What follows belongs to an exercise in optimizing a design on an open flow for small area, a short achievable clock period and few clock cycles; a production flow would make more cautious choices. At most, simulation tests tie the RTL to the original design; equivalence was not proved. No functional check of the RTL was part of runs 1 and 6. Power is estimated from default activity; no workload was simulated.

## flow/config.mk

```make
export PLATFORM = sky130hd
export DESIGN_NAME = access_rights_table_unit
export DESIGN_NICKNAME = access_rights_table_unit
export VERILOG_FILES = /design/flow/design.v
export SDC_FILE = /design/flow/constraint.sdc
export NUM_CORES = 4
export LEC_CHECK = 0
export CAP_MARGIN = 20
export CORE_MARGIN = 2
export CORE_UTILIZATION = 55
export CTS_CLUSTER_DIAMETER = 80
export CTS_CLUSTER_SIZE = 30
export PLACE_DENSITY = 0.7
export SETUP_SLACK_MARGIN = 3.3
export SLEW_MARGIN = 20
```

## flow/constraint.sdc

```tcl
create_clock -name core_clock -period 8.0 [get_ports {clk_i}]
set_input_delay 1.6000 -clock core_clock [delete_from_list [all_inputs] [get_ports {clk_i}]]
set_output_delay 1.6000 -clock core_clock [all_outputs]
set_load 0.01 [all_outputs]
```

## flow/design.v

```verilog
package art_pkg;
  localparam int unsigned ENTRIES_DEF      = 64;
  localparam int unsigned MAX_SUBJECTS_DEF = 16;
  localparam int unsigned MAX_OBJECTS_DEF  = 16;
  localparam int unsigned CFG_W = 5;
  localparam int unsigned LIST_MAX = 16;
  localparam logic [2:0] MODE_ADD  = 3'd0;
  localparam logic [2:0] MODE_REM  = 3'd1;
  localparam logic [2:0] MODE_NEW  = 3'd2;
  localparam logic [2:0] MODE_DEL  = 3'd3;
  localparam logic [2:0] MODE_OCC  = 3'd4;
  localparam logic [2:0] MODE_LIST = 3'd5;
  localparam logic [1:0] ST_DONE = 2'd0;
  localparam logic [1:0] ST_NEW  = 2'd1;
  localparam logic [1:0] ST_NONE = 2'd2;
  localparam logic [1:0] ST_FULL = 2'd3;
  localparam logic CFG_INIT_SUBJ = 1'b0;
  localparam logic CFG_OBJ_CNT   = 1'b1;
  localparam logic [1:0] RIGHTS_RW = 2'b11;
  typedef struct packed {
    logic start;     
    logic scan;      
    logic append;    
    logic finish;    
    logic emit;      
  } art_cmd_t;
  typedef struct packed {
    logic scan_done;   
    logic list_left;   
  } art_sts_t;
endpackage
module access_rights_table_unit
#(
  parameter int unsigned ENTRIES      = art_pkg::ENTRIES_DEF,
  parameter int unsigned MAX_SUBJECTS = art_pkg::MAX_SUBJECTS_DEF,
  parameter int unsigned MAX_OBJECTS  = art_pkg::MAX_OBJECTS_DEF
) (
  input  logic             clk_i,
  input  logic             rst_ni,
  input  logic             cfg_we_i,
  input  logic             cfg_idx_i,
  input  logic [art_pkg::CFG_W-1:0] cfg_data_i,
  input  logic             s_axis_tvalid,
  output logic             s_axis_tready,
  input  logic [15:0]      s_axis_tdata,   
  output logic             m_axis_tvalid,
  input  logic             m_axis_tready,
  output logic [31:0]      m_axis_tdata,   
  output logic             m_axis_tlast
);
  localparam int N = 64;
  logic        hv_q, sv_q;           
  logic [12:0] sc_q;                 
  logic [12:3] hc_q;                 
  logic        push, pop, load;
  assign s_axis_tready = !sv_q;
  assign push = s_axis_tvalid && !sv_q;
  assign load = pop || (push && !hv_q);
  logic [3:0] cs, co;
  logic [1:0] cm;
  assign cs   = hc_q[6:3];
  assign co   = hc_q[10:7];
  assign cm   = hc_q[12:11];
  logic m_add, m_rem, m_new, m_del, m_occ, m_list;
  logic [12:0] nh;
  logic [3:0]  hi_d;
  always_comb begin
    nh = sv_q ? sc_q : s_axis_tdata[12:0];
    if (nh[2:0] == art_pkg::MODE_OCC) nh[6:3] = hi_d;
  end
  logic [3:0] subj_q [0:N-1];
  logic [3:0] obj_q  [0:N-1];
  logic [1:0] rts_q  [0:N-1];
  logic [6:0] count_q;
  logic [3:0] hi_q;                  
  logic [15:0] gone_q;
  logic [15:0] below_q;              
  logic [4:0] added_q, init_q;
  logic [4:0] objc_q;                
  logic       dany_q;                
  logic [6:0] ptr_q;                 
  logic        o0v_q, o0l_q;
  logic [23:0] o0d_q;
  logic ofree, step;
  assign ofree = !o0v_q || m_axis_tready;
  assign step = hv_q && ofree;
  logic use_s, use_o;
  assign use_s = !m_list;
  assign use_o = m_add || m_rem || m_list;
  logic [N-1:0] valid, p;
  always_comb begin
    for (int i = 0; i < N; i++) begin
      valid[i] = (rts_q[i] != 2'b00);
      p[i] = valid[i] && (!use_s || subj_q[i] == cs) && (!use_o || obj_q[i] == co) &&
             (!m_list || ptr_q[6] || (6'(i) < ptr_q[5:0]));
    end
  end
  logic [7:0] g_any, g_mul;
  logic [2:0] g_idx [0:7];
  logic [3:0] g_sub [0:7];
  always_comb
    for (int g = 0; g < 8; g++) begin
      logic [7:0] pg, hot;
      logic       seen;
      pg = p[8*g +: 8];
      seen = 1'b0;
      for (int j = 7; j >= 0; j--) begin
        hot[j] = pg[j] && !seen;
        seen = seen || pg[j];
      end
      g_any[g] = |pg;
      g_mul[g] = 1'b0;
      for (int j = 0; j < 8; j++)
        for (int k = j + 1; k < 8; k++) g_mul[g] = g_mul[g] | (pg[j] & pg[k]);
      g_idx[g] = '0;
      g_sub[g] = '0;
      for (int j = 0; j < 8; j++) begin
        g_idx[g] = g_idx[g] | (hot[j] ? 3'(j) : 3'd0);
        g_sub[g] = g_sub[g] | (hot[j] ? subj_q[8*g+j] : 4'd0);
      end
    end
  logic       any_p, multi;
  logic [5:0] hidx;
  logic [3:0] hsubj;
  always_comb begin
    logic [7:0] ghot;
    logic       seen, two;
    seen = 1'b0;
    for (int g = 7; g >= 0; g--) begin
      ghot[g] = g_any[g] && !seen;
      seen = seen || g_any[g];
    end
    any_p = |g_any;
    two = 1'b0;
    for (int g = 0; g < 8; g++)
      for (int k = g + 1; k < 8; k++) two = two | (g_any[g] & g_any[k]);
    multi = two || (|g_mul);
    hidx = '0;
    hsubj = '0;
    for (int g = 0; g < 8; g++) begin
      hidx = hidx | (ghot[g] ? {3'(g), g_idx[g]} : 6'd0);
      hsubj = hsubj | (ghot[g] ? g_sub[g] : 4'd0);
    end
  end
  logic remz;
  always_comb begin
    remz = 1'b0;
    for (int i = 0; i < N; i++)
      remz = remz | (p[i] && ((rts_q[i] & ~cm) == 2'b00));
  end
  logic [N-1:0] sh;
  logic [7:0]   gall, gpre;
  always_comb begin
    for (int g = 0; g < 8; g++) gall[g] = &valid[8*g +: 8];
    gpre[0] = 1'b1;
    for (int g = 1; g < 8; g++) gpre[g] = gpre[g-1] & gall[g-1];
    for (int i = 0; i < N; i++) begin
      sh[i] = gpre[i / 8];
      for (int j = 8 * (i / 8); j < i; j++) sh[i] = sh[i] & valid[j];
    end
  end
  logic [5:0] tot_raw;
  logic       tfull;
  logic [4:0] total;
  assign tot_raw = {1'b0, init_q} + {1'b0, added_q};
  assign tfull = (tot_raw >= 6'd16);
  assign total = tfull ? 5'd16 : tot_raw[4:0];
  logic sub_ok, tfull_tab, shift, ins;
  assign sub_ok = below_q[cs] && !gone_q[cs];
  assign tfull_tab = count_q[6];
  assign shift = step && m_add && sub_ok && (cm != 2'b00) && !tfull_tab;
  assign ins = shift && !any_p;
  logic occ_done, emit, done, last;
  assign occ_done = any_p || (count_q == 7'd0);
  always_comb begin
    emit = 1'b1; done = 1'b1; last = 1'b1;
    if (m_del && multi) begin emit = 1'b0; done = 1'b0; end
    if (m_occ && !occ_done) begin emit = 1'b0; done = 1'b0; end
    if (m_list && multi) begin done = 1'b0; last = 1'b0; end
  end
  assign pop = step && done;
  logic [4:0] rows;
  assign rows = (count_q == 7'd0) ? 5'd0 : {1'b0, cs} + 5'd1;
  assign hi_d = (ins && cs > hi_q) ? cs :
                (step && m_occ && !occ_done) ? cs - 4'd1 : hi_q;
  logic [1:0] st;
  logic [4:0] so;
  always_comb begin
    st = art_pkg::ST_NONE;
    so = '0;
    if (m_add) begin
      if (any_p) st = art_pkg::ST_DONE;
      else if (sub_ok) begin
        if (cm == 2'b00) st = art_pkg::ST_DONE;
        else if (tfull_tab) st = art_pkg::ST_FULL;
        else st = art_pkg::ST_NEW;
      end
    end
    if (m_rem && any_p) st = art_pkg::ST_DONE;
    if (m_new) begin
      if (tfull) begin st = art_pkg::ST_FULL; so = 5'd16; end
      else begin st = art_pkg::ST_DONE; so = total + 5'd1; end
    end
    if (m_del && (any_p || dany_q)) st = art_pkg::ST_DONE;
    if (m_occ) st = art_pkg::ST_DONE;
    if (m_list && any_p) begin st = art_pkg::ST_DONE; so = {1'b0, hsubj}; end
  end
  logic [8:0] cells;
  assign cells = 9'(rows * objc_q);
  logic [23:0] res;
  assign res = {m_occ, m_occ ? count_q : 7'd0, m_occ ? cells : 9'd0, m_occ ? rows : so, st};
  logic [1:0] rorm, randm;
  assign rorm  = m_add ? cm : 2'b00;
  assign randm = m_rem ? ~cm : (m_add ? 2'b11 : 2'b00);
  always_ff @(posedge clk_i) begin
    for (int i = 0; i < N; i++) begin
      if (shift && sh[i]) begin
        subj_q[i] <= (i == 0) ? cs : subj_q[(i == 0) ? 0 : i-1];
        obj_q[i]  <= (i == 0) ? co : obj_q[(i == 0) ? 0 : i-1];
      end
    end
  end
  always_ff @(posedge clk_i or negedge rst_ni) begin
    if (!rst_ni) begin
      for (int i = 0; i < N; i++) rts_q[i] <= 2'b00;
    end else begin
      for (int i = 0; i < N; i++) begin
        if (shift && sh[i]) begin
          if (i == 0) rts_q[i] <= any_p ? 2'b00 : cm;
          else rts_q[i] <= rts_q[(i == 0) ? 0 : i-1] | (p[(i == 0) ? 0 : i-1] ? cm : 2'b00);
        end else if (step && (((m_add || m_rem) && p[i]) || (m_del && p[i] && hidx == 6'(i))))
          rts_q[i] <= (rts_q[i] | rorm) & randm;
      end
    end
  end
  logic [4:0]  init_d, added_d;
  logic [15:0] gone_d, below_d;
  logic [5:0]  tot_d;
  always_comb begin
    init_d = (cfg_we_i && cfg_idx_i == art_pkg::CFG_INIT_SUBJ) ? cfg_data_i : init_q;
    added_d = (step && m_new && !tfull) ? added_q + 5'd1 : added_q;
    gone_d = gone_q;
    if (step && m_del && !multi && (any_p || dany_q)) gone_d[cs] = 1'b1;
    tot_d = {1'b0, init_d} + {1'b0, added_d};
    for (int k = 0; k < 16; k++) below_d[k] = (6'(k) < tot_d);
  end
  always_ff @(posedge clk_i) begin
    if (ofree) begin
      o0d_q <= res;
      o0l_q <= last;
    end
    if (!sv_q) sc_q <= s_axis_tdata[12:0];
  end
  always_ff @(posedge clk_i or negedge rst_ni) begin
    if (!rst_ni) begin
      hv_q <= 1'b0; sv_q <= 1'b0; hc_q <= '0;
      m_add <= 1'b0; m_rem <= 1'b0; m_new <= 1'b0; m_del <= 1'b0; m_occ <= 1'b0; m_list <= 1'b0;
      count_q <= '0; hi_q <= '0; gone_q <= '0; added_q <= '0;
      init_q <= 5'd2; objc_q <= 5'd2; below_q <= 16'h0003;
      ptr_q <= 7'd64; dany_q <= 1'b0;
      o0v_q <= 1'b0;
    end else begin
      if (cfg_we_i && cfg_idx_i == art_pkg::CFG_OBJ_CNT)
        objc_q <= (cfg_data_i > 5'd16) ? 5'd16 : cfg_data_i;
      init_q <= init_d;
      added_q <= added_d;
      gone_q <= gone_d;
      below_q <= below_d;
      if (load) begin
        hc_q <= nh[12:3];
        m_add  <= (nh[2:0] == art_pkg::MODE_ADD);
        m_rem  <= (nh[2:0] == art_pkg::MODE_REM);
        m_new  <= (nh[2:0] == art_pkg::MODE_NEW);
        m_del  <= (nh[2:0] == art_pkg::MODE_DEL);
        m_occ  <= (nh[2:0] == art_pkg::MODE_OCC);
        m_list <= (nh[2:0] == art_pkg::MODE_LIST);
      end else if (step && m_occ && !occ_done) begin
        hc_q[6:3] <= hc_q[6:3] - 4'd1;
      end
      if (pop) begin
        if (sv_q) sv_q <= push;
        else hv_q <= push;
      end else if (push) begin
        if (!hv_q) hv_q <= 1'b1;
        else sv_q <= 1'b1;
      end
      if (step) begin
        ptr_q <= done ? 7'd64 : {1'b0, hidx};
        dany_q <= done ? 1'b0 : (dany_q || (m_del && any_p));
      end
      if (ins) count_q <= count_q + 7'd1;
      else if (step && ((m_rem && any_p && remz) || (m_del && any_p)))
        count_q <= count_q - 7'd1;
      hi_q <= hi_d;
      if (ofree) o0v_q <= step && emit;
    end
  end
  logic       o_occ;
  logic [4:0] o_x;
  assign o_occ = o0d_q[23];
  assign o_x = o0d_q[6:2];
  assign m_axis_tvalid = o0v_q;
  assign m_axis_tdata  = {4'b0, o0d_q[22:7], o_occ ? o_x : 5'd0,
                          o_occ ? 5'd0 : o_x, o0d_q[1:0]};
  assign m_axis_tlast  = o0l_q;
endmodule
```

## flow/run.sh

```bash
#!/bin/bash
# synth_recipe.tcl (not shown) runs the flow's synth.tcl, then flattens the netlist and writes it again
# the make line also repeats each setting of config.mk as NAME=value (left out here)
make -C /OpenROAD-flow-scripts/flow DESIGN_CONFIG=/design/flow/config.mk WORK_HOME=/design/flow/orfs CLKGATE_MAP_FILE= SYNTH_SCRIPT=/design/flow/synth_recipe.tcl finish
```

==> results_dict.tcl, run 1 <==
set metrics [dict create \
    synth_cell_types 112 \
    setup_tns_ns 0 \
    crit_arrival_ns 5.39 \
    antenna_left 0 \
    vias_per_cell 7.03 \
    timing.rr.end "hc_q[10]$_DFFE_PN0N_" \
    maxSlewViolCount 0 \
    yosysWarnings 6 \
    clk_latency_ns 0.65 \
    cpPeakStageDelay_ns 0.59 \
    clock-skew-final_ns 0.0394 \
    first_global_vias 35465 \
    min_period_ns 4.87 \
    io_pins 62 \
    crit_path_start "ptr_q[6]$_DFFE_PN1P_" \
    cp_num_buf_inv 6 \
    synthTopCellsByArea "edfxtp_1, dfrtp_1, xnor2_1, a21oi_1, a41oi_1" \
    fmax_ghz 0.205 \
    initial_utilization_pct 55.5 \
    r2r-start "ptr_q[6]$_DFFE_PN1P_" \
    crit_family "simple AND/OR/NAND/NOR gates" \
    grt_pass1_wl_um 245000 \
    cts.sinks 763 \
    nets 4309 \
    slowest_stage "or4b_4" \
    r2r_setup_slack_ns 3.13 \
    min_path_type "register to register" \
    clockRootBuffer "clkbuf_16" \
    drt-pass1-iter-count 8 \
    num_vias 37370 \
    dp_hpwl_um 117000 \
    yosysTopAreaCell "edfxtp_1" \
    wl_per_cell_um 32.1 \
    outcome "finished clean" \
    drt-total-wl_um 171000 \
    yosys_most_used_dff "edfxtp_1" \
    finalPower_w 0.0210 \
    syn_inst 4002 \
    io_buffers 54 \
    pre_cts_ws_ns 1.20 \
    post-route-period-util_pct 60.9 \
    core-area_um2 79000 \
    crit_chain "buf_12 -> or4b_4 -> buf_6 -> buf_8 -> o22ai_4 -> nor4_2 -> buf_4 -> buf_12 -> a22oi_2 -> o211ai_1 -> a21oi_1 -> and3_4 -> nand4_1 -> or4_4 -> a21boi_4 -> o2bb2ai_4 -> buf_12 -> mux2_1" \
    grt_start_max_net_pins 135 \
    hp-start "gone_q[11]$_DFFE_PN0P_" \
    cts_max_path_buffers 3 \
    drc_errors 0 \
    syn_to_final_growth_pct 18.3 \
    htreeDepth 2 \
    die_area_um2 82000 \
    reg2regPathDepth 18 \
    netlist_area_um2 43900 \
    path_common_cell "buf_12" \
    postLayoutCoreUtil_pct 65.7 \
    power.leakage_nw 17.8 \
    ys_async_sr_fraction_pct 27.9 \
    die_y_um 286 \
    final_cell_mix "edfxtp_1, xnor2_1, buf_4, nor2_1, a21oi_1" \
    die_w_um 286 \
    tightest_slew_ns 1.33 \
    antenna_found_initial 11 \
    gr-usage-all-layers_pct 40.7 \
    irDropWorstVdd_v 0.000369 \
    placementRows 103 \
    critPathRequiredTime_ns 8.52 \
    overflow 0 \
    worst_slack_ns 3.13 \
    power_density_nw_per_um2 405 \
    whs_ns 0.472 \
    hold_buffers 0 \
    gp_congestion 1.11 \
    dr.first_iter.drc_count 5273 \
    rsz0062_at_grt "yes" \
    path_max_fanout 7 \
    path_clk_slew_ns 0.11 \
    drive_above_1_share_pct 22.6 \
    hold_path_end "gone_q[11]$_DFFE_PN0P_" \
    layout_commonest_cell "edfxtp_1" \
    holdPathStages 1 \
    maxCapViolations 0 \
    synth-edff-count 537 \
    yosysSeqAreaShare_pct 49.5 \
    cts_buffers 42 \
    relSlewSlack_pct 11.0 \
    avgSynthCellArea_um2 11.0 \
    critPathCaptureType "register" \
    cts_tree "done" \
    finalSetupViolations 0 \
    start_kind "register" \
    crit_type "register to register" \
    synth-seq-cells 763 \
    hold_violations 0 \
    synth_top_area_share_pct 36.8 \
]
-- power breakdown --
| group | total [W] | switching (W) | internal [W] |
|---|---|---|---|
| logic | 0.0132 | 0.00837 | 0.00488 |
| clock network | 0.00272 | 0.00154 | 0.00118 |
| registers | 0.00502 | 0.000473 | 0.00455 |
-- cells by family after synthesis --
family	share of synthesized area [%]
compound gates	19.0
mux	3.53
buf+inv	4.23
flops	49.5
simple gates	11.1
other cells	0.00855
xor+xnor	10.9
fa+ha+maj	1.78
-- Yosys cell counts (all sizes together) (10+ instances only) --
| library cell | number |
|---|---|
| o31a | 10 |
| a221oi | 48 |
| a2111oi | 17 |
| o41ai | 14 |
| o31ai | 45 |
| xnor2 | 504 |
| mux2i | 51 |
| a221o | 25 |
| or4 | 21 |
| and2 | 44 |
| mux2 | 92 |
| a21o | 18 |
| xor2 | 40 |
| nand2 | 223 |
| buf | 131 |
| a41o | 20 |
| a211oi | 55 |
| dfxtp | 13 |
| o221ai | 13 |
| clkbuf | 141 |
| o21a | 14 |
| a31oi | 51 |
| nand4 | 22 |
| fa | 11 |
| a22o | 17 |
| a22oi | 127 |
| edfxtp | 537 |
| inv | 101 |
| dfrtp | 208 |
| or3 | 25 |
| nor3 | 71 |
| nand2b | 23 |
| or2 | 18 |
| a41oi | 120 |
| nor4 | 63 |
| o22ai | 51 |
| o311ai | 12 |
| nor2 | 266 |
| a21oi | 225 |
| nor2b | 28 |
| o211ai | 22 |
| and3 | 31 |
| o21ai | 198 |
| ha | 44 |
| nand3 | 45 |
-- how the worst max path moves through the flow --
stage	to	slack [ns]	depth (start not counted)
final	hc_q[10]$_DFFE_PN0N_	3.13	18
after global routing	hc_q[10]$_DFFE_PN0N_	3.17	18
after CTS	rts_q[23][0]$_DFFE_PN0P_	3.24	18
after detailed placement	rts_q[30][1]$_DFFE_PN0P_	1.20	15
after global placement	rts_q[30][0]$_DFFE_PN0P_	1.29	15
after floorplan	rts_q[63][1]$_DFFE_PN0P_	3.06	12
-- registers in the layout, indices dropped and copies added, names as in the netlist, 10 cells and up --
register,count
subj_q,256
obj_q,256
o0d_q,24
below_q,16
gone_q,16
sc_q,13
hc_q,10
rts_q,128
-- per-layer routing --
layer | vias to the layer above | track usage, % | routed length, um
met3 | 591 | 10.5 | 20200
li1 | 15688 | - | -
met4 | 6 | 23.5 | 12600
met2 | 2549 | 61.2 | 73700
met5 | - | 0 | 32
met1 | 18536 | 53.4 | 64300
-- per-stage QoR --
step | std cells | cell area [um^2]
finish | 5317 | 51900
CTS | 5208 | 49800
floorplan | 4005 | 44100
detailed placement | 4998 | 45900
global route | 5311 | 51900
global placement | 4998 | 45900
-- timing repair --
action / in CTS / in global routing
setup buffers: 131 / 99
endpoints found under the setup margin: 533 / 224
pin swaps: 56 / 81
gates resized for setup: 219 / 231
gates cloned: 1 / 3
-- layout make-up --
type / count / area [um^2]
well taps: 1050 / 1310
inverters: 103 / 444
clock inverters: 25 / 420
repair buffers: 448 / 4220
diodes: 6 / 15.0
clock buffers: 53 / 1170
flip-flops and latches: 763 / 21800
fillers: 6035 / 27100
multi-input cells: 2869 / 22500
==> inputs of run 2 (changes only) <==
--- a/flow/design.v
+++ b/flow/design.v
@@ -93,5 +93,5 @@
       valid[i] = (rts_q[i] != 2'b00);
       p[i] = valid[i] && (!use_s || subj_q[i] == cs) && (!use_o || obj_q[i] == co) &&
-             (!m_list || ptr_q[6] || (6'(i) < ptr_q[5:0]));
+             (ptr_q[6] || (6'(i) < ptr_q[5:0]));
     end
   end
@@ -175,5 +175,5 @@
   always_comb begin
     emit = 1'b1; done = 1'b1; last = 1'b1;
-    if (m_del && multi) begin emit = 1'b0; done = 1'b0; end
+    if (m_del && any_p) begin emit = 1'b0; done = 1'b0; end
     if (m_occ && !occ_done) begin emit = 1'b0; done = 1'b0; end
     if (m_list && multi) begin done = 1'b0; last = 1'b0; end
@@ -202,5 +202,5 @@
       else begin st = art_pkg::ST_DONE; so = total + 5'd1; end
     end
-    if (m_del && (any_p || dany_q)) st = art_pkg::ST_DONE;
+    if (m_del && dany_q) st = art_pkg::ST_DONE;
     if (m_occ) st = art_pkg::ST_DONE;
     if (m_list && any_p) begin st = art_pkg::ST_DONE; so = {1'b0, hsubj}; end
@@ -229,5 +229,5 @@
           if (i == 0) rts_q[i] <= any_p ? 2'b00 : cm;
           else rts_q[i] <= rts_q[(i == 0) ? 0 : i-1] | (p[(i == 0) ? 0 : i-1] ? cm : 2'b00);
-        end else if (step && (((m_add || m_rem) && p[i]) || (m_del && p[i] && hidx == 6'(i))))
+        end else if (step && (((m_add || m_rem) && p[i]) || (m_del && !ptr_q[6] && ptr_q[5:0] == 6'(i))))
           rts_q[i] <= (rts_q[i] | rorm) & randm;
       end
@@ -241,5 +241,5 @@
     added_d = (step && m_new && !tfull) ? added_q + 5'd1 : added_q;
     gone_d = gone_q;
-    if (step && m_del && !multi && (any_p || dany_q)) gone_d[cs] = 1'b1;
+    if (step && m_del && !any_p && dany_q) gone_d[cs] = 1'b1;
     tot_d = {1'b0, init_d} + {1'b0, added_d};
     for (int k = 0; k < 16; k++) below_d[k] = (6'(k) < tot_d);
@@ -286,9 +286,9 @@
       end
       if (step) begin
-        ptr_q <= done ? 7'd64 : {1'b0, hidx};
+        ptr_q <= (done || m_occ) ? 7'd64 : {1'b0, hidx};
         dany_q <= done ? 1'b0 : (dany_q || (m_del && any_p));
       end
       if (ins) count_q <= count_q + 7'd1;
-      else if (step && ((m_rem && any_p && remz) || (m_del && any_p)))
+      else if (step && ((m_rem && any_p && remz) || (m_del && !ptr_q[6])))
         count_q <= count_q - 7'd1;
       hi_q <= hi_d;
--- a/flow/config.mk
+++ b/flow/config.mk
@@ -8,8 +8,8 @@
 export CAP_MARGIN = 20
 export CORE_MARGIN = 2
-export CORE_UTILIZATION = 55
+export CORE_UTILIZATION = 40
 export CTS_CLUSTER_DIAMETER = 80
 export CTS_CLUSTER_SIZE = 30
-export PLACE_DENSITY = 0.7
-export SETUP_SLACK_MARGIN = 3.3
+export PLACE_DENSITY = 0.6
+export SETUP_SLACK_MARGIN = 3.6
 export SLEW_MARGIN = 20
==> results_dict.tcl, run 2 <==
set metrics [dict create \
    drt-pass1-iter-count 6 \
    register_area_um2 21800 \
    hold_path_end "obj_q[31][1]$_DFFE_PP_" \
    syn_to_final_growth_pct 18.2 \
    synth-seq-cells 763 \
    netlist_area_um2 42600 \
    io_buffers 54 \
    yosysTopAreaCell "edfxtp_1" \
    post-route-period-util_pct 59.5 \
    holdPathStages 0 \
    start_kind "register" \
    synth_fa_ha_area_share_pct 1.81 \
    die_area_um2 109000 \
    finalPower_w 0.0144 \
    yosys_most_used_dff "edfxtp_1" \
    synth_compound_area_share_pct 19.3 \
    antenna_left 0 \
    drt-total-wl_um 149000 \
    clock-skew-final_ns 0.0494 \
    reg2regPathDepth 20 \
    hp-start "obj_q[30][1]$_DFFE_PP_" \
    setup_tns_ns 0 \
    core-area_um2 105000 \
    num_vias 33979 \
    first_global_vias 31909 \
    cts_max_path_buffers 3 \
    fmax_ghz 0.210 \
    maxCapViolations 0 \
    reg.largest.list "obj_q x256, subj_q x256, rts_q x128" \
    r2r-start "ptr_q[3]$_DFFE_PN0P_" \
    cts_tree "done" \
    path_clk_slew_ns 0.11 \
    vias_per_cell 6.17 \
    cts.sinks 763 \
    io_pins 62 \
    synth-edff-count 537 \
    yosysSeqAreaShare_pct 51.0 \
    wl_per_cell_um 27.1 \
    whs_ns 0.446 \
    clockRootBuffer "clkbuf_16" \
    drive_above_1_share_pct 20.1 \
    synth_top_family_by_area "compound AO/OA/AOI/OAI gates" \
    synthMuxAreaShare_pct 2.03 \
    timing.rr.end "count_q[5]$_DFFE_PN0P_" \
    crit_arrival_ns 5.33 \
    syn_inst 3898 \
    path_max_fanout 32 \
    multi_input_area_um2 20900 \
    dp_hpwl_um 100000 \
    min_path_type "register to register" \
    overflow 0 \
    r2r_setup_slack_ns 3.24 \
    hold_buffers 0 \
    fill_cells 9627 \
    drc_errors 0 \
    synth_top_area_share_pct 37.9 \
    hold_violations 0 \
    yosysWarnings 6 \
    synth_xor_area_share_pct 11.2 \
    min_period_ns 4.76 \
    irDropWorstVdd_v 0.000259 \
    outcome "finished clean" \
    tightest_slew_ns 1.20 \
    gr-usage-all-layers_pct 26.6 \
    fin_area_um2 50300 \
    relSlewSlack_pct 20.0 \
    synth_most_common_cell "edfxtp_1" \
    grt_start_max_net_pins 140 \
    synthTopCellsByArea "edfxtp_1, dfrtp_1, xnor2_1, a21oi_1, a22oi_1" \
    layout_commonest_cell "edfxtp_1" \
    placementRows 119 \
    initial_utilization_pct 40.4 \
    synth-simple-area-share_pct 10.1 \
    clk_latency_ns 0.69 \
    die_y_um 330 \
    avgSynthCellArea_um2 10.9 \
    grt_pass1_wl_um 217000 \
    yosys-top-cells-count "edfxtp_1, xnor2_1, a21oi_1" \
    power_density_nw_per_um2 287 \
    synth_cell_types 102 \
    maxSlewViolCount 0 \
    critPathRequiredTime_ns 8.58 \
    power.leakage_nw 16.9 \
    die_w_um 330 \
    antenna_found_initial 2 \
    critPathCaptureType "register" \
    finalSetupViolations 0 \
    nets 4161 \
    dpl-instance-area_um2 45100 \
    cts_buffers 44 \
    gp_congestion 1.01 \
    rsz0062_at_grt "yes" \
    final_cell_mix "edfxtp_1, xnor2_1, a21oi_1, nor2_1, buf_4" \
    n_antenna_cell 0 \
    dr.first_iter.drc_count 3962 \
    htreeDepth 2 \
    ys_async_sr_fraction_pct 27.9 \
    crit_type "register to register" \
]
[run 2: cell families (layout without fill, tap and decap cells)]
logic type / count (synthesis) / in the layout
buffers and inverters: 359 / 572
adder cells (fa/ha/maj): 55 / 55
multiplexers: 76 / 76
other: 1 / 4
XOR/XNOR: 543 / 543
AND/OR/NAND/NOR: 844 / 845
flip-flops: 763 / 763
AO/OA/AOI/OAI: 1257 / 1257
[run 2: report_power, final]
group          switching, W  total (W)  internal, W
Sequential         0.000271    0.00472      0.00445
Combinational       0.00410    0.00691      0.00280
Clock               0.00161    0.00280      0.00118
Total               0.00599     0.0144      0.00844
[run 2: layer usage]
metal	wire (um)	GRT usage (%)	vias up
met3	12900	4.60	357
met4	8460	12.7	2
met2	64900	39.8	1704
li1	-	-	14937
met1	63000	37.4	16979
met5	13	0	-
[run 2: how the worst max path moves through the flow]
stage,startpoint,endpoint,slack [ns],cells past startpoint
6_report,ptr_q[3]$_DFFE_PN0P_,count_q[5]$_DFFE_PN0P_,3.24,20
2_1_floorplan,m_axis_tready,obj_q[63][0]$_DFFE_PP_,3.03,10
3_3_place_gp,ptr_q[4]$_DFFE_PN0P_,o0d_q[5]$_DFFE_PN_,1.78,13
5_1_grt,hc_q[7]$_DFFE_PN0N_,count_q[5]$_DFFE_PN0P_,3.17,21
3_5_place_dp,ptr_q[4]$_DFFE_PN0P_,o0d_q[5]$_DFFE_PN_,1.72,13
4_1_cts,hc_q[7]$_DFFE_PN0N_,count_q[6]$_DFFE_PN0P_,3.24,20
[run 2: layout make-up]
class	count	share of cell area (%)
multi-input cells	2780	41.5
clock inverters	33	0.987
repair buffers	384	7.51
inverters	106	0.975
clock buffers	49	2.27
flip-flops and latches	763	43.3
well taps	1391	3.46
[run 2: stage by stage]
stage	setup slack, ns	util [%]	cells
after detailed placement	1.72	42.8	5228
after global placement	1.78	42.8	5228
after global routing	3.17	47.7	5506
after floorplan	3.03	-	3901
after CTS	3.24	46.4	5416
final	3.24	47.7	5506
[run 2: timing repair]
action / in CTS / in global routing
gates resized for setup: 193 / 119
cloned: 3 / 3
endpoints found under the setup margin: 452 / 244
pin swaps: 63 / 70
setup buffers: 103 / 87
[run 2: critical path: stages, from the launching register on]
cell	delay, ns
dfrtp_1	0.42
buf_8	0.21
nor2_4	0.43
a311o_1	0.34
nor3_1	0.08
buf_4	0.18
or2_2	0.34
or4_4	0.58
nor4_4	0.26
buf_6	0.18
nand2_8	0.06
nor3_4	0.23
inv_4	0.09
buf_6	0.13
ha_4	0.19
a21o_1	0.16
a21oi_2	0.13
o21bai_1	0.08
a21oi_1	0.18
xnor2_1	0.10
mux2_4	0.26
Testbench counts of run 2, summed over its fixed seeds: cycles 7,924.
==> inputs of run 3 (changes only) <==
--- a/flow/config.mk
+++ b/flow/config.mk
@@ -12,4 +12,4 @@
 export CTS_CLUSTER_SIZE = 30
 export PLACE_DENSITY = 0.6
-export SETUP_SLACK_MARGIN = 3.6
+export SETUP_SLACK_MARGIN = 3.0
 export SLEW_MARGIN = 20
==> results_dict.tcl, run 3 <==
set metrics [dict create \
    dr.first_iter.drc_count 4270 \
    overflow 0 \
    r2r_setup_slack_ns 2.89 \
    synth-edff-count 537 \
    tightest_slew_ns 1.20 \
    synth-seq-cells 763 \
    cts_tree "done" \
    pre_cts_ws_ns 1.58 \
    cts.sinks 763 \
    drc_errors 0 \
    fmax_ghz 0.196 \
    die_area_um2 109000 \
    crit_arrival_ns 5.51 \
    cts_max_path_buffers 3 \
    hold_path_end "gone_q[1]$_DFFE_PN0P_" \
    maxCapViolations 0 \
    io_pins 62 \
    io_buffers 54 \
    maxSlewViolCount 0 \
    timing.rr.end "o0d_q[3]$_DFFE_PN_" \
    synth_top_area_share_pct 37.9 \
    finalPower_w 0.0133 \
    final_cell_mix "edfxtp_1, xnor2_1, a21oi_1, nor2_1, dfrtp_1" \
    worst_slack_ns 2.89 \
    critPathCaptureType "register" \
    power.leakage_nw 15.7 \
    htreeDepth 2 \
    setup_tns_ns 0 \
    outcome "finished clean" \
    rsz0062_at_grt "yes" \
    m1WireLength_um 58800 \
    min_period_ns 5.11 \
    post-route-period-util_pct 63.9 \
    clock-skew-final_ns 0.0329 \
    avgSynthCellArea_um2 10.9 \
    core-area_um2 105000 \
    yosysSeqAreaShare_pct 51.0 \
    grt_start_max_net_pins 84 \
    clockRootBuffer "clkbuf_16" \
    initial_utilization_pct 40.4 \
    ys_async_sr_fraction_pct 27.9 \
    fill_cells 9755 \
    die_w_um 330 \
    clk_latency_ns 0.66 \
    crit_path_start "ptr_q[6]$_DFFE_PN1P_" \
    irDropWorstVdd_v 0.000412 \
    placementRows 119 \
    netlist_area_um2 42600 \
    synthTopCellsByArea "edfxtp_1, dfrtp_1, xnor2_1, a21oi_1, a22oi_1" \
    yosys_most_used_dff "edfxtp_1" \
    vias_per_cell 6.20 \
    nets 4009 \
    path_clk_slew_ns 0.10 \
    power_density_nw_per_um2 280 \
    antenna_left 0 \
    r2r-start "ptr_q[6]$_DFFE_PN1P_" \
    die_y_um 330 \
    drt-total-wl_um 142000 \
    wl_met3_um 12900 \
    relSlewSlack_pct 19.9 \
    syn_inst 3898 \
    wl_per_cell_um 26.6 \
    highest_layer "met5" \
    hp-start "gone_q[1]$_DFFE_PN0P_" \
    crit_type "register to register" \
    grt_pass1_wl_um 211000 \
    gp_congestion 1.04 \
    yosysTopAreaCell "edfxtp_1" \
    holdPathStages 1 \
    reg.largest.list "obj_q x256, subj_q x256, rts_q x128" \
    gr-usage-all-layers_pct 25.6 \
    synth_cell_types 102 \
    finalSetupViolations 0 \
    hold_buffers 0 \
    syn_to_final_growth_pct 11.6 \
    hold_violations 0 \
    first_global_vias 31734 \
    antenna_found_initial 3 \
    dp_hpwl_um 97200 \
    cts_buffers 41 \
    yosys-top-cells-count "edfxtp_1, xnor2_1, a21oi_1" \
    drt-pass1-iter-count 8 \
    yosysWarnings 6 \
    path_max_fanout 12 \
    num_vias 33180 \
    drive_above_1_share_pct 12.6 \
    synth_most_common_cell "edfxtp_1" \
    postLayoutCoreUtil_pct 45.1 \
    layout_commonest_cell "edfxtp_1" \
    critPathRequiredTime_ns 8.39 \
    min_path_type "register to register" \
    start_kind "register" \
    reg2regPathDepth 13 \
    wl_met2_um 63700 \
]
run 3: area by class of cell:
type                            instances  area [um^2]  share of cell area (%)
Clock buffer                           45         1100                    2.33
Tap cell                             1391         1740                    3.66
Multi-Input combinational cell       2780        19700                    41.6
Sequential cell                       763        21800                    45.8
Inverter                              106          415                   0.875
Clock inverter                         29          387                   0.814
Antenna cell                            2         5.00                  0.0105
Timing Repair Buffer                  235         2330                    4.90
run 3: timing repair:
action,4_1_cts,5_1_grt
buffers inserted,56,5
endpoints found under the setup margin,404,88
resized for setup,73,49
pin swaps,9,6
gates cloned,1,1
run 3: worst max-delay path, stage by stage (launching register included):
cell and delay, ns:
dfstp_4 0.81, nor2_1 0.15, buf_4 0.21, or3_1 0.40, or3_1 0.47, nand4_1 0.13, buf_4 0.19, or2_2 0.25
nor2_1 0.07, and2_1 0.18, a221o_1 0.48, a2111oi_1 0.82, a31oi_2 0.33, a221o_1 0.35
run 3: metrics by stage:
step           std cells  hold WS, ns  cell area, um^2
6_report            5351        0.457            47500
5_1_grt             5349        0.473            47500
4_1_cts             5343        0.458            47200
3_5_place_dp        5212        0.436            44600
3_3_place_gp        5212        0.430            44600
2_1_floorplan       3901        0.419            42700
run 3: worst max-delay path by stage:
stage	cells after the start	to	slack, ns
after floorplan	10	obj_q[63][0]$_DFFE_PP_	3.01
after CTS	13	o0d_q[3]$_DFFE_PN_	3.01
final	13	o0d_q[3]$_DFFE_PN_	2.89
after global routing	19	count_q[5]$_DFFE_PN0P_	2.89
after detailed placement	13	o0d_q[5]$_DFFE_PN_	1.58
after global placement	13	o0d_q[5]$_DFFE_PN_	1.62
run 3: logic make-up (layout without fill, tap and decap cells):
group                      Yosys count  count (layout)  synth area share (%)
DFF                                763             763                  51.0
AOI/OAI and AO/OA                 1257            1257                  19.3
xor gates and xnor gates           543             543                  11.2
adders and majority gates           55              55                  1.81
other                                1               6               0.00881
muxes                               76              76                  2.03
buffers and inverters              359             415                  4.57
and+or+nand+nor                    844             845                  10.1
run 3: per-layer routing:
metal,global-route usage [%],up-vias
li1,-,14625
met1,35.1,16426
met3,4.72,364
met2,39.9,1763
met5,0,-
met4,10.7,2
run 3: report_power, final:
group | leakage (nW) | internal (W) | total [W] | switching [W]
registers | 7.38 | 0.00445 | 0.00475 | 0.000309
clock network | 0.710 | 0.00110 | 0.00263 | 0.00153
logic | 7.64 | 0.00226 | 0.00590 | 0.00364
total | 15.7 | 0.00781 | 0.0133 | 0.00548
==> inputs of run 4 (changes only) <==
--- a/flow/config.mk
+++ b/flow/config.mk
@@ -12,4 +12,4 @@
 export CTS_CLUSTER_SIZE = 30
 export PLACE_DENSITY = 0.6
-export SETUP_SLACK_MARGIN = 3.0
+export SETUP_SLACK_MARGIN = 3.3
 export SLEW_MARGIN = 20
==> results_dict.tcl, run 4 <==
set metrics [dict create \
    synth_xor_area_share_pct 11.2 \
    grt_pass1_wl_um 216000 \
    hold_buffers 0 \
    avgSynthCellArea_um2 10.9 \
    synth-simple-area-share_pct 10.1 \
    fill_cells 9737 \
    antenna_found_initial 2 \
    setup_tns_ns 0 \
    min_period_ns 4.76 \
    cts_max_path_buffers 3 \
    io_buffers 54 \
    crit_family "simple AND/OR/NAND/NOR gates" \
    outcome "finished clean" \
    dr.first_iter.drc_count 3892 \
    path_clk_slew_ns 0.12 \
    drt-total-wl_um 148000 \
    hold_violations 0 \
    relSlewSlack_pct 20.9 \
    synth_most_common_cell "edfxtp_1" \
    netlist_area_um2 42600 \
    clk_latency_ns 0.69 \
    wl_per_cell_um 27.1 \
    antenna_left 0 \
    cts_tree "done" \
    io_pins 62 \
    finalPower_w 0.0139 \
    finalSetupViolations 0 \
    grt_start_max_net_pins 84 \
    placementRows 119 \
    first_global_vias 31859 \
    num_vias 33564 \
    tightest_slew_ns 1.18 \
    cp_num_buf_inv 4 \
    crit_type "register to register" \
    yosysSeqAreaShare_pct 51.0 \
    fin_area_um2 49000 \
    path_common_cell "buf_4" \
    layout_commonest_cell "edfxtp_1" \
    yosysWarnings 6 \
    synth_top_family_by_area "compound AO/OA/AOI/OAI gates" \
    crit_arrival_ns 5.27 \
    syn_to_final_growth_pct 15.1 \
    yosysTopAreaCell "edfxtp_1" \
    cpPeakStageDelay_ns 0.59 \
    syn_inst 3898 \
    synth-seq-cells 763 \
    core-area_um2 105000 \
    slowest_stage "dfrtp_4" \
    synthMuxAreaShare_pct 2.03 \
    synth_fa_ha_area_share_pct 1.81 \
    maxCapViolations 0 \
    drt-pass1-iter-count 7 \
    vias_per_cell 6.16 \
    path_max_fanout 16 \
    start_kind "register" \
    crit_path_start "hc_q[7]$_DFFE_PN0N_" \
    gr-usage-all-layers_pct 26.4 \
    die_w_um 330 \
    synth_top_area_share_pct 37.9 \
    htreeDepth 2 \
    yosys-top-cells-count "edfxtp_1, xnor2_1, a21oi_1" \
    power.leakage_nw 16.4 \
    reg.largest.list "obj_q x256, subj_q x256, rts_q x128" \
    crit_chain "buf_4 -> buf_12 -> xnor2_1 -> a41oi_1 -> or3_1 -> nand4_1 -> buf_4 -> or4_4 -> and4bb_4 -> or3b_4 -> buf_4 -> a31oi_4 -> a211oi_1 -> a31o_2 -> o221ai_1" \
    hp-start "gone_q[1]$_DFFE_PN0P_" \
    power_density_nw_per_um2 284 \
    die_area_um2 109000 \
    final_cell_mix "edfxtp_1, xnor2_1, a21oi_1, nor2_1, buf_4" \
    clockRootBuffer "clkbuf_16" \
    maxSlewViolCount 0 \
    r2r-start "hc_q[7]$_DFFE_PN0N_" \
    post-route-period-util_pct 59.5 \
    synthTopCellsByArea "edfxtp_1, dfrtp_1, xnor2_1, a21oi_1, a22oi_1" \
    critPathRequiredTime_ns 8.51 \
    fmax_ghz 0.210 \
    critPathCaptureType "register" \
    synth_cell_types 102 \
    clock-skew-final_ns 0.0459 \
    overflow 0 \
    min_path_type "register to register" \
    yosys_most_used_dff "edfxtp_1" \
    ys_async_sr_fraction_pct 27.9 \
    drive_above_1_share_pct 16.7 \
    synth_compound_area_share_pct 19.3 \
    synth-edff-count 537 \
    dpl-instance-area_um2 44900 \
    rsz0062_at_grt "yes" \
    cts_buffers 42 \
    irDropWorstVdd_v 0.000292 \
    initial_utilization_pct 40.4 \
    dp_hpwl_um 99700 \
    gp_congestion 1.02 \
    nets 4109 \
    drc_errors 0 \
    die_y_um 330 \
    cts.sinks 763 \
]
run 4: changes by cell type in the layout (fill, tap and decap cells not counted), moves of 6 or more:
cell	change
nor3_1	-8
a41oi_1	-16
nor3_2	+10
o21ai_0	-6
buf_6	+12
buf_4	+81
inv_4	+7
a41oi_2	+16
inv_1	-6
run 4: kinds of logic (layout without fill, tap and decap cells):
group,after synthesis,in the layout
AO/OA/AOI/OAI,1257,1257
AND/OR/NAND/NOR,844,845
flip-flops,763,763
XOR/XNOR,543,543
buffers and inverters,359,518
multiplexers,76,76
adder cells (fa/ha/maj),55,55
other,1,5
run 4: what timing repair did:
item                                    in CTS  in global routing
gates cloned                                 3                  1
pin swaps                                   32                 34
endpoints found under the setup margin     500                180
endpoints found under the hold margin        0                  0
buffers inserted                            87                 57
resized for setup                          135                 76
run 4: per-layer routing:
layer | up-vias | share of wire, % | track usage, %
met3 | 355 | 9.0 | 4.70
met5 | - | 0.0047 | 0
met4 | 2 | 5.3 | 12.2
met2 | 1707 | 44 | 40.0
li1 | 14836 | - | -
met1 | 16664 | 42 | 36.9
run 4: cell type report:
type,instances,area [um^2],share of cell area (%)
flip-flops and latches,763,21800,44.5
multi-input cells,2780,20300,41.3
repair buffers,334,3240,6.61
well taps,1391,1740,3.55
clock buffers,44,1080,2.20
clock inverters,34,449,0.917
inverters,106,443,0.904
diodes,1,2.50,0.00511
run 4: final timing paths:
kind | endpoint | slack (ns) | cells past startpoint
max in group asynchronous | rts_q[42][1]$_DFFE_PN0P_ | 5.81 | 2
worst max-delay path | o0d_q[2]$_DFFE_PN_ | 3.24 | 15
worst min-delay path | gone_q[1]$_DFFE_PN0P_ | 0.45 | 1
worst min register to register | gone_q[1]$_DFFE_PN0P_ | 0.45 | 1
worst max register to register | o0d_q[2]$_DFFE_PN_ | 3.24 | 15
min in group asynchronous | rts_q[1][1]$_DFFE_PN0P_ | 0.92 | 1
run 4: report_power, final:
part           switching (W)  total [W]  internal [W]
sequential          0.000392    0.00484       0.00445
combinational        0.00384    0.00638       0.00254
clock                0.00157    0.00267       0.00110
run 4: metrics by stage:
| step | cells | setup WS [ns] | hold slack [ns] | utilization, % |
|---|---|---|---|---|
| after detailed placement | 5224 | 1.43 | 0.436 | 42.6 |
| after global placement | 5224 | 1.58 | 0.431 | 42.6 |
| after CTS | 5392 | 3.22 | 0.458 | 45.6 |
| after global routing | 5452 | 3.12 | 0.479 | 46.5 |
| final | 5453 | 3.24 | 0.452 | 46.5 |
| after floorplan | 3901 | 3.03 | 0.419 | - |
==> inputs of run 5 (changes only) <==
--- a/flow/config.mk
+++ b/flow/config.mk
@@ -8,8 +8,8 @@
 export CAP_MARGIN = 20
 export CORE_MARGIN = 2
-export CORE_UTILIZATION = 40
+export CORE_UTILIZATION = 55
 export CTS_CLUSTER_DIAMETER = 80
 export CTS_CLUSTER_SIZE = 30
-export PLACE_DENSITY = 0.6
+export PLACE_DENSITY = 0.7
 export SETUP_SLACK_MARGIN = 3.3
 export SLEW_MARGIN = 20
==> results_dict.tcl, run 5 <==
set metrics [dict create \
    drc_errors 0 \
    layout_commonest_cell "edfxtp_1" \
    antenna_found_initial 2 \
    yosysTopAreaCell "edfxtp_1" \
    drive_above_1_share_pct 16.5 \
    critPathRequiredTime_ns 8.53 \
    setup_tns_ns 0 \
    vias_per_cell 6.76 \
    io_pins 62 \
    gr-usage-all-layers_pct 35.7 \
    hold_path_end "gone_q[5]$_DFFE_PN0P_" \
    drt-pass1-iter-count 10 \
    placementRows 102 \
    crit_path_start "ptr_q[1]$_DFFE_PN0P_" \
    synth_fa_ha_area_share_pct 1.81 \
    syn_to_final_growth_pct 13.7 \
    start_kind "register" \
    synth_top_area_share_pct 37.9 \
    htreeDepth 2 \
    ys_async_sr_fraction_pct 27.9 \
    power.leakage_nw 16.3 \
    rsz0062_at_grt "yes" \
    post-route-period-util_pct 61.2 \
    path_max_fanout 11 \
    yosys-top-cells-count "edfxtp_1, xnor2_1, a21oi_1" \
    r2r_setup_slack_ns 3.10 \
    drt-total-wl_um 144000 \
    cts_buffers 41 \
    hp-start "gone_q[5]$_DFFE_PN0P_" \
    whs_ns 0.454 \
    dpl-instance-area_um2 44400 \
    critPathCaptureType "register" \
    cts.sinks 763 \
    crit_arrival_ns 5.42 \
    die_area_um2 79600 \
    synth_top_family_by_area "compound AO/OA/AOI/OAI gates" \
    maxCapViolations 0 \
    core-area_um2 77100 \
    crit_type "register to register" \
    die_y_um 282 \
    dp_cells 4875 \
    timing.rr.end "o0d_q[5]$_DFFE_PN_" \
    yosysWarnings 6 \
    synth-edff-count 537 \
    synth_compound_area_share_pct 19.3 \
    fin_area_um2 48400 \
    die_w_um 282 \
    avgSynthCellArea_um2 10.9 \
    r2r-start "ptr_q[1]$_DFFE_PN0P_" \
    cts_max_path_buffers 3 \
    grt_pass1_wl_um 212000 \
    overflow 0 \
    cts_tree "done" \
    irDropWorstVdd_v 0.000336 \
    wl_per_cell_um 28.2 \
    reg.largest.list "obj_q x256, subj_q x256, rts_q x128" \
    min_path_type "register to register" \
    relSlewSlack_pct 14.2 \
    final_cell_mix "edfxtp_1, xnor2_1, a21oi_1, nor2_1, buf_4" \
    hold_violations 0 \
    instances_no_fill 5091 \
    first_global_vias 32752 \
    synthTopCellsByArea "edfxtp_1, dfrtp_1, xnor2_1, a21oi_1, a22oi_1" \
    antenna_left 0 \
    min_period_ns 4.90 \
    outcome "finished clean" \
    power_density_nw_per_um2 286 \
    clock-skew-final_ns 0.0658 \
    dp_hpwl_um 96600 \
    nets 4102 \
    syn_inst 3898 \
    yosysSeqAreaShare_pct 51.0 \
    synthMuxAreaShare_pct 2.03 \
    reg2regPathDepth 14 \
    clockRootBuffer "clkbuf_16" \
    synth_xor_area_share_pct 11.2 \
    fmax_ghz 0.204 \
    tightest_slew_ns 1.29 \
    netlist_area_um2 42600 \
    io_buffers 54 \
    initial_utilization_pct 55.2 \
    synth-simple-area-share_pct 10.1 \
    dr.first_iter.drc_count 5723 \
    gp_congestion 1.06 \
    synth_cell_types 102 \
    path_clk_slew_ns 0.11 \
    synth-seq-cells 763 \
    yosys_most_used_dff "edfxtp_1" \
    holdPathStages 1 \
    clk_latency_ns 0.66 \
    num_vias 34403 \
    grt_start_max_net_pins 88 \
    synth_most_common_cell "edfxtp_1" \
    finalSetupViolations 0 \
    maxSlewViolCount 0 \
]
[run 5: cell counts after synthesis]
Identical to the previous run, type by type.
[run 5: how the worst max path moves through the flow]
stage | endpoint | slack, ns | cells past startpoint
4_1_cts | o0d_q[5]$_DFFE_PN_ | 3.21 | 15
5_1_grt | count_q[6]$_DFFE_PN0P_ | 3.12 | 22
6_report | o0d_q[5]$_DFFE_PN_ | 3.10 | 14
3_3_place_gp | count_q[5]$_DFFE_PN0P_ | 1.88 | 18
3_5_place_dp | count_q[5]$_DFFE_PN0P_ | 1.86 | 18
2_1_floorplan | obj_q[63][0]$_DFFE_PP_ | 3.03 | 10
[run 5: worst max-delay path, stage by stage, from the launching register on]
cell and delay [ns]:
dfrtp_4 0.52, buf_4 0.21, o211a_4 0.29, buf_12 0.15, a31oi_4 0.23, or4_4 0.19, nand4_1 0.12, buf_4 0.20
or4_4 0.61, and4bb_4 0.49, or3b_2 0.66, a31oi_4 0.36, a2111oi_2 0.14, a31oi_2 0.42, a221o_1 0.18
[run 5: cell families after synthesis]
| kind of cell | Yosys count |
|---|---|
| XOR/XNOR | 543 |
| flip-flops | 763 |
| buffers and inverters | 359 |
| AND/OR/NAND/NOR | 844 |
| other | 1 |
| multiplexers | 76 |
| AO/OA/AOI/OAI | 1257 |
| adder cells (fa/ha/maj) | 55 |
[run 5: metrics by stage]
step / power (W) / util (%) / worst slack, ns
finish: 0.0138 / 62.8 / 3.10
global route: 0.0144 / 62.8 / 3.12
CTS: 0.0135 / 62.0 / 3.21
detailed placement: 0.0102 / 57.6 / 1.86
global placement: 0.0101 / 57.6 / 1.88
floorplan: 0.00879 / - / 3.03
[run 5: metal layers]
metal	global-route usage, %	share of wire, %	vias to the layer above	wire (um)
met4	20.4	6.9	2	9850
met3	7.32	11	450	15500
met1	49.3	40	16949	56800
li1	-	-	14814	-
met5	0	0.0091	-	13
met2	52.5	43	2188	61300
[run 5: report_power, final]
group	switching, W	internal, W	leakage, nW
logic	0.00390	0.00255	8.18
registers	0.000328	0.00445	7.38
clock network	0.00152	0.00108	0.688
[run 5: repair_timing]
action | 4_1_cts | 5_1_grt
pin swaps | 36 | 22
gates resized for setup | 158 | 61
gates cloned | 2 | 1
buffers inserted | 111 | 28
hold buffers | 0 | 0
endpoints found under the setup margin | 394 | 143
[run 5: area by class of cell]
cell class	count	area (um^2)
fillers	6168	28700
clock inverters	28	423
well taps	1040	1300
repair buffers	327	3150
inverters	106	442
clock buffers	45	1040
multi-input cells	2781	20300
flip-flops and latches	763	21800
diodes	1	2.50
==> inputs of run 6 (changes only) <==
--- a/flow/design.v
+++ b/flow/design.v
@@ -72,5 +72,6 @@
   logic [3:0] obj_q  [0:N-1];
   logic [1:0] rts_q  [0:N-1];
-  logic [6:0] count_q;
+  logic [6:0] count_q;               
+  logic       cinc_q, cdec_q;        
   logic [3:0] hi_q;                  
   logic [15:0] gone_q;
@@ -168,9 +169,11 @@
   logic sub_ok, tfull_tab, shift, ins;
   assign sub_ok = below_q[cs] && !gone_q[cs];
-  assign tfull_tab = count_q[6];
+  assign tfull_tab = gpre[7] && gall[7];
   assign shift = step && m_add && sub_ok && (cm != 2'b00) && !tfull_tab;
   assign ins = shift && !any_p;
   logic occ_done, emit, done, last;
-  assign occ_done = any_p || (count_q == 7'd0);
+  logic empty;
+  assign empty = !(|valid);
+  assign occ_done = any_p || empty;
   always_comb begin
     emit = 1'b1; done = 1'b1; last = 1'b1;
@@ -181,5 +184,7 @@
   assign pop = step && done;
   logic [4:0] rows;
-  assign rows = (count_q == 7'd0) ? 5'd0 : {1'b0, cs} + 5'd1;
+  assign rows = empty ? 5'd0 : {1'b0, cs} + 5'd1;
+  logic [6:0] count;
+  assign count = cinc_q ? count_q + 7'd1 : (cdec_q ? count_q - 7'd1 : count_q);
   assign hi_d = (ins && cs > hi_q) ? cs :
                 (step && m_occ && !occ_done) ? cs - 4'd1 : hi_q;
@@ -209,5 +214,5 @@
   assign cells = 9'(rows * objc_q);
   logic [23:0] res;
-  assign res = {m_occ, m_occ ? count_q : 7'd0, m_occ ? cells : 9'd0, m_occ ? rows : so, st};
+  assign res = {m_occ, m_occ ? count : 7'd0, m_occ ? cells : 9'd0, m_occ ? rows : so, st};
   logic [1:0] rorm, randm;
   assign rorm  = m_add ? cm : 2'b00;
@@ -256,5 +261,5 @@
       hv_q <= 1'b0; sv_q <= 1'b0; hc_q <= '0;
       m_add <= 1'b0; m_rem <= 1'b0; m_new <= 1'b0; m_del <= 1'b0; m_occ <= 1'b0; m_list <= 1'b0;
-      count_q <= '0; hi_q <= '0; gone_q <= '0; added_q <= '0;
+      count_q <= '0; cinc_q <= 1'b0; cdec_q <= 1'b0; hi_q <= '0; gone_q <= '0; added_q <= '0;
       init_q <= 5'd2; objc_q <= 5'd2; below_q <= 16'h0003;
       ptr_q <= 7'd64; dany_q <= 1'b0;
@@ -289,7 +294,7 @@
         dany_q <= done ? 1'b0 : (dany_q || (m_del && any_p));
       end
-      if (ins) count_q <= count_q + 7'd1;
-      else if (step && ((m_rem && any_p && remz) || (m_del && !ptr_q[6])))
-        count_q <= count_q - 7'd1;
+      count_q <= count;
+      cinc_q <= ins;
+      cdec_q <= step && ((m_rem && any_p && remz) || (m_del && !ptr_q[6]));
       hi_q <= hi_d;
       if (ofree) o0v_q <= step && emit;
--- a/flow/config.mk
+++ b/flow/config.mk
@@ -8,8 +8,8 @@
 export CAP_MARGIN = 20
 export CORE_MARGIN = 2
-export CORE_UTILIZATION = 55
+export CORE_UTILIZATION = 40
 export CTS_CLUSTER_DIAMETER = 80
 export CTS_CLUSTER_SIZE = 30
-export PLACE_DENSITY = 0.7
+export PLACE_DENSITY = 0.6
 export SETUP_SLACK_MARGIN = 3.3
 export SLEW_MARGIN = 20
==> results_dict.tcl, run 6 <==
set metrics [dict create \
    overflow 0 \
    ys_async_sr_fraction_pct 28.1 \
    htreeDepth 2 \
    placementRows 120 \
    dp_hpwl_um 108000 \
    critPathRequiredTime_ns 8.40 \
    io_buffers 54 \
    critPathCaptureType "register" \
    tightest_slew_ns 1.26 \
    maxCapViolations 0 \
    nets 4093 \
    synth-edff-count 537 \
    vias_per_cell 6.30 \
    crit_arrival_ns 5.23 \
    final_cell_mix "edfxtp_1, xnor2_1, a21oi_1, nor2_1, buf_4" \
    setup_tns_ns 0 \
    grt_pass1_wl_um 225000 \
    cts.sinks 765 \
    synth_xor_area_share_pct 11.0 \
    path_clk_slew_ns 0.11 \
    outcome "finished clean" \
    clock-skew-final_ns 0.0459 \
    num_vias 34377 \
    fill_cells 9906 \
    synth-simple-area-share_pct 11.5 \
    first_global_vias 32651 \
    avgSynthCellArea_um2 11.0 \
    p_comb_share_pct 44.2 \
    wl_per_cell_um 28.1 \
    reg.largest.list "obj_q x256, subj_q x256, rts_q x128" \
    synth-seq-cells 765 \
    rsz0062_at_grt "yes" \
    initial_utilization_pct 40.3 \
    fmax_ghz 0.207 \
    irDropWorstVdd_v 0.000444 \
    die_w_um 332 \
    maxSlewViolCount 0 \
    synth_most_common_cell "edfxtp_1" \
    dpl-instance-area_um2 45100 \
    layout_commonest_cell "edfxtp_1" \
    drt-pass1-iter-count 6 \
    clk_latency_ns 0.67 \
    cts_buffers 43 \
    synth_fa_ha_area_share_pct 1.68 \
    synth_top_family_by_area "compound AO/OA/AOI/OAI gates" \
    cts_max_path_buffers 3 \
    die_area_um2 110000 \
    synthMuxAreaShare_pct 1.77 \
    yosysTopAreaCell "edfxtp_1" \
    drc_errors 0 \
    antenna_left 0 \
    yosys-top-cells-count "edfxtp_1, xnor2_1, a21oi_1" \
    crit_type "register to register" \
    postLayoutCoreUtil_pct 45.6 \
    gp_congestion 1.07 \
    cts_tree "done" \
    syn_inst 3936 \
    grt_start_max_net_pins 139 \
    gr-usage-all-layers_pct 27.1 \
    synth_cell_types 112 \
    switching_share_pct 41.3 \
    antenna_found_initial 6 \
    io_pins 62 \
    die_y_um 332 \
    power_density_nw_per_um2 276 \
    dr.first_iter.drc_count 4577 \
    synth_compound_area_share_pct 18.6 \
    relSlewSlack_pct 15.9 \
    clockRootBuffer "clkbuf_16" \
    core-area_um2 107000 \
    yosysWarnings 6 \
    p_seq_share_pct 34.9 \
    synth_top_area_share_pct 37.4 \
    clock_power_share_pct 20.9 \
    whs_ns 0.459 \
    min_period_ns 4.83 \
    path_max_fanout 4 \
    post-route-period-util_pct 60.4 \
    finalPower_w 0.0135 \
    yosysSeqAreaShare_pct 50.5 \
    yosys_most_used_dff "edfxtp_1" \
    fin_area_um2 48800 \
    intPower_w 0.00789 \
    finalSetupViolations 0 \
    drt-total-wl_um 153000 \
    netlist_area_um2 43100 \
    min_path_type "register to register" \
    drive_above_1_share_pct 15.9 \
    p_sw_w 0.00556 \
    power.leakage_nw 16.3 \
    synthTopCellsByArea "edfxtp_1, dfrtp_1, xnor2_1, a21oi_1, a22oi_1" \
    start_kind "register" \
    syn_to_final_growth_pct 13.2 \
    hold_violations 0 \
]
## run 6: cell count changes after synthesis, sizes merged, moves of 17 or more
cell,delta
a221oi,+20
o31ai,+21
a21oi,-25
nor2,+53
and3,+19
a22o,-37
o21ai,-26
nand4,+24
inv,-17
## run 6: layout make-up
cell class	count	area, um^2	area share (%)
clock inverters	32	500	1.03
clock buffers	46	1130	2.32
repair buffers	296	2820	5.78
flip-flops and latches	765	21800	44.8
well taps	1403	1760	3.60
multi-input cells	2818	20400	41.8
inverters	91	359	0.736
diodes	4	10.0	0.0205
## run 6: path summary, 6_finish.rpt
check | depth (start not counted) | to | startpoint | slack [ns]
min in group asynchronous | 1 | count_q[6]$_DFF_PN0_ | rst_ni | 0.89
setup reg to reg | 21 | o0d_q[13]$_SDFFCE_PN0N_ | rts_q[41][0]$_DFFE_PN0P_ | 3.17
setup / recovery | 21 | o0d_q[13]$_SDFFCE_PN0N_ | rts_q[41][0]$_DFFE_PN0P_ | 3.17
hold reg to reg | 1 | gone_q[10]$_DFFE_PN0P_ | gone_q[10]$_DFFE_PN0P_ | 0.46
hold / removal | 1 | gone_q[10]$_DFFE_PN0P_ | gone_q[10]$_DFFE_PN0P_ | 0.46
max in group asynchronous | 2 | ptr_q[1]$_DFFE_PN0P_ | rst_ni | 5.42
## run 6: what timing repair did
action,4_1_cts,5_1_grt
resized for setup,145,93
gates cloned,0,1
pin swaps,40,31
hold buffers,0,0
setup buffers,79,27
setup endpoints to repair,327,214
## run 6: through the flow
stage | std cells | setup slack (ns)
2_1_floorplan | 3939 | 3.11
3_3_place_gp | 5263 | 1.66
3_5_place_dp | 5265 | 1.56
4_1_cts | 5422 | 3.13
5_1_grt | 5451 | 3.08
6_report | 5455 | 3.17
## run 6: logic make-up after synthesis
family | count (synthesis)
simple gates | 945
other cells | 1
xor+xnor | 543
buf+inv | 357
fa+ha+maj | 52
flops | 765
compound gates | 1206
mux | 67
## run 6: power groups by stage
stage / sequential (W) / clock, W / combinational (W)
2_1_floorplan: 0.00459 / 0 / 0.00399
3_3_place_gp: 0.00509 / 0 / 0.00475
3_5_place_dp: 0.00510 / 0 / 0.00481
4_1_cts: 0.00471 / 0.00285 / 0.00572
5_1_grt: 0.00472 / 0.00298 / 0.00627
6_report: 0.00470 / 0.00281 / 0.00594
## run 6: critical path: stages, from the launching register on
cell and delay (ns):
dfrtp_1 0.42, nor2_4 0.22, nand4_1 0.36, nor4_4 0.40, nand4_1 0.15, buf_6 0.18, and2_4 0.17, nand2_2 0.07
fa_1 0.43, fa_1 0.46, fa_1 0.50, inv_2 0.05, ha_4 0.26, a21oi_2 0.05, nor2_1 0.08, nor2_1 0.06
buf_4 0.13, buf_6 0.10, buf_6 0.10, buf_6 0.10, xnor2_2 0.12, and2_1 0.15
## run 6: metal layers
layer / part of all wire [%] / vias up / GRT usage, %
li1: - / 14931 / -
met1: 42 / 17207 / 38.1
met2: 42 / 1853 / 39.5
met3: 10 / 378 / 6.25
met4: 5.2 / 8 / 12.5
met5: 0.031 / - / 0
==> inputs of run 7 (changes only) <==
--- a/flow/design.v
+++ b/flow/design.v
@@ -212,5 +212,5 @@
   end
   logic [8:0] cells;
-  assign cells = 9'(rows * objc_q);
+  assign cells = empty ? 9'd0 : 9'(cs * objc_q) + 9'(objc_q);
   logic [23:0] res;
   assign res = {m_occ, m_occ ? count : 7'd0, m_occ ? cells : 9'd0, m_occ ? rows : so, st};
--- a/flow/config.mk
+++ b/flow/config.mk
@@ -11,4 +11,5 @@
 export CTS_CLUSTER_DIAMETER = 80
 export CTS_CLUSTER_SIZE = 30
+export GPL_TIMING_DRIVEN = 0
 export PLACE_DENSITY = 0.6
 export SETUP_SLACK_MARGIN = 3.3
==> results_dict.tcl, run 7 <==
set metrics [dict create \
    outcome "finished clean" \
    hold_buffers 0 \
    critPathRequiredTime_ns 8.49 \
    synth_compound_area_share_pct 18.5 \
    path_clk_slew_ns 0.11 \
    vias_per_cell 6.40 \
    drive_above_1_share_pct 24.0 \
    hold_violations 0 \
    synth-simple-area-share_pct 11.0 \
    power_density_nw_per_um2 311 \
    syn_to_final_growth_pct 26.5 \
    start_kind "register" \
    cts.sinks 765 \
    synth_top_family_by_area "compound AO/OA/AOI/OAI gates" \
    cts_tree "done" \
    clk_latency_ns 0.72 \
    synthMuxAreaShare_pct 2.02 \
    die_w_um 332 \
    antenna_found_initial 11 \
    syn_inst 3946 \
    highest_layer "met5" \
    yosysSeqAreaShare_pct 50.7 \
    crit_type "register to register" \
    maxSlewViolCount 0 \
    grt_start_max_net_pins 82 \
    dp_hpwl_um 148000 \
    synth_most_common_cell "edfxtp_1" \
    grt_pass1_wl_um 277000 \
    gp_congestion 1.10 \
    nets 4481 \
    clock-skew-final_ns 0.0585 \
    drt-total-wl_um 202000 \
    die_area_um2 110000 \
    final_cell_mix "edfxtp_1, xnor2_1, a21oi_1, nor2_1, buf_4" \
    layout_commonest_cell "edfxtp_1" \
    fin_area_um2 54300 \
    synth_xor_area_share_pct 11.1 \
    crit_arrival_ns 5.58 \
    drt-pass1-iter-count 7 \
    cts_max_path_buffers 3 \
    antenna_left 0 \
    netlist_area_um2 42900 \
    post-route-period-util_pct 63.7 \
    relSlewSlack_pct 8.02 \
    first_global_vias 35697 \
    wl_met2_um 85900 \
    synth_fa_ha_area_share_pct 1.73 \
    core-area_um2 107000 \
    tightest_slew_ns 1.38 \
    finalSetupViolations 0 \
    synth_cell_types 96 \
    path_max_fanout 10 \
    drc_errors 0 \
    whs_ns 0.453 \
    io_pins 62 \
    critPathCaptureType "register" \
    yosysTopAreaCell "edfxtp_1" \
    htreeDepth 2 \
    yosysWarnings 6 \
    min_period_ns 5.09 \
    overflow 0 \
    dpl-instance-area_um2 46100 \
    reg.largest.list "obj_q x256, subj_q x256, rts_q x128" \
    wl_met3_um 21600 \
    irDropWorstVdd_v 0.000223 \
    cts_buffers 47 \
    crit_path_start "ptr_q[2]$_DFFE_PN0P_" \
    io_buffers 54 \
    initial_utilization_pct 40.2 \
    synthTopCellsByArea "edfxtp_1, dfrtp_1, xnor2_1, a21oi_1, a22oi_1" \
    avgSynthCellArea_um2 10.9 \
    synth_top_area_share_pct 37.6 \
    num_vias 37429 \
    die_y_um 332 \
    r2r-start "ptr_q[2]$_DFFE_PN0P_" \
    maxCapViolations 0 \
    clockRootBuffer "clkbuf_16" \
    placementRows 120 \
    yosys-top-cells-count "edfxtp_1, xnor2_1, a21oi_1" \
    ys_async_sr_fraction_pct 28.1 \
    gr-usage-all-layers_pct 35.5 \
    synth-seq-cells 765 \
    fmax_ghz 0.196 \
    m1WireLength_um 78300 \
    rsz0062_at_grt "yes" \
    hp-start "obj_q[31][3]$_DFFE_PP_" \
    yosys_most_used_dff "edfxtp_1" \
    min_path_type "register to register" \
    dr.first_iter.drc_count 4853 \
    wl_per_cell_um 34.5 \
    power.leakage_nw 18.5 \
    synth-edff-count 537 \
]
-- run 7: cell count changes after synthesis, sizes merged, moves of 13 or more --
cell    previous run  this run
or4               10        25
a22oi            178       200
nand3             36        23
nand2            192       208
and3              29        13
buf              136       116
a22o              18        32
a221oi            35        21
nor2             316       347
-- run 7: path summary, 6_finish.rpt --
check,endpoint,slack [ns],depth (start not counted)
worst max register to register,o0d_q[5]$_DFFE_PN_,2.91,13
min in group asynchronous,hc_q[9]$_DFFE_PN0N_,0.86,1
worst min register to register,obj_q[32][3]$_DFFE_PP_,0.45,0
worst min-delay path,obj_q[32][3]$_DFFE_PP_,0.45,0
worst max-delay path,o0d_q[5]$_DFFE_PN_,2.91,13
max in group asynchronous,ptr_q[6]$_DFFE_PN1P_,5.88,3
-- run 7: cells by family (layout without fill, tap and decap cells) --
| logic type | after synthesis | after routing |
|---|---|---|
| AOI/OAI and AO/OA | 1205 | 1205 |
| xor gates and xnor gates | 542 | 542 |
| adders and majority gates | 52 | 52 |
| buffers and inverters | 350 | 841 |
| DFF | 765 | 765 |
| muxes | 73 | 73 |
| other | 1 | 11 |
| and+or+nand+nor | 958 | 959 |
-- run 7: where the power goes --
part	leakage, nW	switching (W)	total, W	internal (W)
Sequential	7.44	0.000201	0.00463	0.00443
Clock	0.875	0.00171	0.00301	0.00130
Combinational	10.2	0.00556	0.00921	0.00365
-- run 7: cell type report --
class	instances	area, um^2
clock buffer	48	1200
clock inverter	40	633
fill	9451	52500
timing repair buffer	402	3910
sequential	765	21800
buffer	253	2400
tap	1403	1760
inverter	97	432
multi-input combinational	2835	22100
timing repair inverter	1	5.00
antenna	7	17.5
-- run 7: timing repair --
action / CTS / global route
resized for setup: 489 / 238
pin swaps: 100 / 101
buffers inserted: 186 / 95
cloned: 10 / 4
endpoints found under the setup margin: 667 / 359
endpoints found under the hold margin: 0 / 0
-- run 7: per-stage QoR --
stage	power [W]	worst slack, ns	cells	util, %	TNS [ns]
floorplan	0.00871	3.27	3949	-	0
global placement	0.0113	-4.78	5406	42.5	-1037.39
detailed placement	0.0114	0.693	5459	43.2	0
CTS	0.0159	2.84	5743	49.0	0
global route	0.0172	2.90	5847	50.8	0
finish	0.0169	2.91	5851	50.8	0
-- run 7: critical path, cell delays in order, from the launching register on --
cell       delay (ns)
dfrtp_1          0.37
clkbuf_4         0.21
or3_1            0.50
a31oi_1          0.47
nor4_2           0.18
or4_4            0.61
or4_4            0.51
or4_4            0.56
or4_4            0.45
buf_8            0.16
a41oi_4          0.26
a2111oi_2        0.06
and3_4           0.25
o32ai_4          0.26
-- run 7: metal layers --
layer / track usage [%] / vias to the layer above
met3: 9.91 / 588
met1: 45.8 / 18687
li1: - / 15739
met2: 52.8 / 2407
met5: 0 / -
met4: 22.3 / 8
Testbench counts of run 7, summed over its fixed seeds: cycles 7,924.
